From an optimization exercise on the open Yosys and OpenROAD flow, aimed at small area; shortcuts taken in it are not production practice.
The RTL was checked by simulation tests, not by an equivalence proof against the original design.
Power and IR drop assume default switching activity.

## harbor
// descriptor_memory_top
module descriptor_memory_top (
    input  logic        clk_i,
    input  logic        rst_i,
    input  logic [4:0]  addr_i,
    input  logic        write_enable_i,
    input  logic [63:0] write_data_i,
    input  logic        clear_i,
    output logic [15:0] src_address_o,
    output logic [15:0] dst_address_o,
    output logic [31:0] payload_ptr_o,
    output logic        valid_o,
    output logic [5:0]  count_o
);
For scale: about 1600 flip-flops, roughly 140 I/O pins.
Settings: LEC_CHECK=0, CAP_MARGIN=10, CORE_MARGIN=2, CORE_UTILIZATION=85, SLEW_MARGIN=10, SYNTH_HIERARCHICAL=1; clock period 8.0 ns.
standard.sh (not shown) runs the stock make flow with config.mk's settings and CLKGATE_MAP_FILE= SYNTH_SCRIPT=/design/flow/synth_recipe.tcl, a recipe that flattens the netlist after the stock synthesis.
==> flow/flow/run.sh <==
#!/bin/bash
set -euo pipefail
export BUFFER_PORTS_ARGS="-buffer_cell sky130_fd_sc_hd__buf_1"
export CTS_ARGS="-sink_clustering_enable -repair_clock_nets -buf_list sky130_fd_sc_hd__clkbuf_4 -sink_clustering_size 10 -sink_clustering_max_diameter 50 -dont_use_dummy_load"
bash standard.sh > standard.log 2>&1
harbor failed in global routing (5_1_grt) with DPL-0033.
### harbor -> pepper
- CORE_UTILIZATION now 70, was 85
- CTS_CLUSTER_DIAMETER now 80, previously not set
- CTS_CLUSTER_SIZE now 30, previously not set
- CTS_BUF_LIST now sky130_fd_sc_hd__clkbuf_8, previously not set
diff --git a/flow/flow/run.sh b/flow/flow/run.sh
--- a/flow/flow/run.sh
+++ b/flow/flow/run.sh
@@ -4,0 +5 @@
+export RECOVER_POWER=100
==> comparison <==
Every stage of pepper finished as expected; the final checks, on the other hand, flagged capacitance limit, slew limit, which means the layout fails.
What pepper reported for floorplan row count has to be multiplied by 0.902 to get the figure for harbor.
Delta (pepper minus harbor): cell area after placement now sits higher; placed wire-length estimate after detailed placement now sits higher.
Edits applied to the flow inputs when going from pepper to violet:
diff --git a/flow/flow/run.sh b/flow/flow/run.sh
--- a/flow/flow/run.sh
+++ b/flow/flow/run.sh
@@ -5 +4,0 @@
-export RECOVER_POWER=100
[summary]
- violet completed every stage of the flow, and the final layout passed the timing, DRC and antenna checks.
- Critical path depth delta for violet relative to pepper: 1 higher
- pepper -> violet: post-synthesis compound-gate area fraction delta 0, exact match
- violet vs pepper: minimum period implied by the final worst setup slack down in violet
- [diff] cell area after layout, violet relative to pepper: regression
- A library cell contributing the largest single delay on the critical path of sky130_fd_sc_hd__nor2_1 is what pepper shows, while sky130_fd_sc_hd__nor3b_1 belongs to violet.
- Worst-case setup margin in the final layout was lower in pepper than in violet.
Edits applied to the flow inputs when going from violet to juniper:
==> flow/flow/run.sh <==
#!/bin/bash
set -euo pipefail
export BUFFER_PORTS_ARGS="-buffer_cell sky130_fd_sc_hd__buf_1"
export CTS_ARGS="-sink_clustering_enable -repair_clock_nets -buf_list sky130_fd_sc_hd__clkbuf_8 -sink_clustering_size 16 -sink_clustering_max_diameter 60 -dont_use_dummy_load"
export RECOVER_POWER=100
bash standard.sh > standard.log 2>&1
--- outcome ---
juniper finished all stages; however, its layout fails the closing checks, the failures being capacitance limit, slew limit. Comparing violet and juniper, the lower final layout net count was measured on juniper. Taking violet as the reference, in juniper sequential fraction of total cell area roughly the same, setup slack lower, total power after layout higher. After synthesis and placement, the instance count of juniper is below that of violet.

---

## job 6236
descriptor_memory_top, a different RTL version from the one above (not shown whole).
For scale: about 55,000 µm² of cells after synthesis.
==> flow/config.mk <==
export PLATFORM = sky130hd
export DESIGN_NAME = descriptor_memory_top
export DESIGN_NICKNAME = descriptor_memory_top
export VERILOG_FILES = /design/flow/design.v
export SDC_FILE = /design/flow/constraint.sdc
export NUM_CORES = 4
export LEC_CHECK = 0
export CAP_MARGIN = 10
export CORE_MARGIN = 2
export CORE_UTILIZATION = 78
export SLEW_MARGIN = 10
export SYNTH_HIERARCHICAL = 1
==> flow/constraint.sdc <==
create_clock -name core_clock -period 8.0 [get_ports {clk_i}]
set_input_delay 1.6000 -clock core_clock [delete_from_list [all_inputs] [get_ports {clk_i}]]
set_output_delay 1.6000 -clock core_clock [all_outputs]
set_load 0.01 [all_outputs]
==> flow/flow/run.sh <==
#!/bin/bash
set -euo pipefail
export BUFFER_PORTS_ARGS="-buffer_cell sky130_fd_sc_hd__buf_1"
export CTS_ARGS="-sink_clustering_enable -repair_clock_nets -buf_list sky130_fd_sc_hd__clkbuf_4 -sink_clustering_size 10 -sink_clustering_max_diameter 50 -dont_use_dummy_load"
bash standard.sh > standard.log 2>&1
Per the final summary, job 6236 finished and its layout is clean on timing, DRC and antenna.
Inputs modified between job 6236 and job 5012:
# job 6236
export LEC_CHECK = 0
export CAP_MARGIN = 10
export CORE_MARGIN = 2
export CORE_UTILIZATION = 78
export SLEW_MARGIN = 10
export SYNTH_HIERARCHICAL = 1
create_clock -name core_clock -period 8.0 [get_ports {clk_i}]
# job 5012
export LEC_CHECK = 0
export CAP_MARGIN = 10
export CORE_MARGIN = 2
export CORE_UTILIZATION = 70
export CTS_BUF_LIST = sky130_fd_sc_hd__clkbuf_8
export CTS_CLUSTER_DIAMETER = 80
export CTS_CLUSTER_SIZE = 30
export SLEW_MARGIN = 10
export SYNTH_HIERARCHICAL = 1
create_clock -name core_clock -period 8.0 [get_ports {clk_i}]
[summary]
- Across job 5012 and job 6236, none had a timing, DRC or antenna violation.
- Compared with job 6236, job 5012 instantiates a larger number of standard cells.
- Job 6236 has lower area enclosed by the die boundary than job 5012.
- Routed wire length essentially unchanged between job 5012 and job 6236.
- Job 5012 -> job 6236: compound-gate portion of the synthesized area delta 0, exact match

[what the ideal ports hide]
Ports are ideal in the flow. The routed layouts listed here were re-timed in OpenROAD.
Step 1, drivers: a clkbuf_16 drives clk_i and a buf_2 each remaining input, both assumed.
Step 2 also shifts input and output timing later by t, the mid clock arrival at the registers, as if the neighbouring blocks saw the same clock.
Slacks: no drivers / after step 1 / after step 2; pairs: no drivers / after step 1.
run | t (ns) | setup WS [ns] | hold WS [ns] | worst data-port slew with drivers (ns) | cell pins on the clock port's net
pepper | 1.075 | 1.150 / 1.135 / 0.126 | 0.564 / 0.564 / 0.564 | 0.12 | 1
violet | 1.081 | 1.731 / 1.659 / 2.740 | 0.564 / 0.518 / 0.564 | 0.13 | 1
juniper | 0.788 | 1.003 / 0.934 / 0.428 | 0.542 / 0.542 / 0.542 | 0.12 | 1
job 6236 | 1.090 | 1.896 / 1.831 / 2.921 | 0.547 / 0.547 / 0.547 | 0.11 | 1
job 5012 | 1.092 | 1.921 / 1.859 / 2.951 | 0.540 / 0.540 / 0.540 | 0.18 | 1
The setup slack of pepper, which loses most, moves by -0.015 ns with the drivers and by -1.024 ns with both steps.
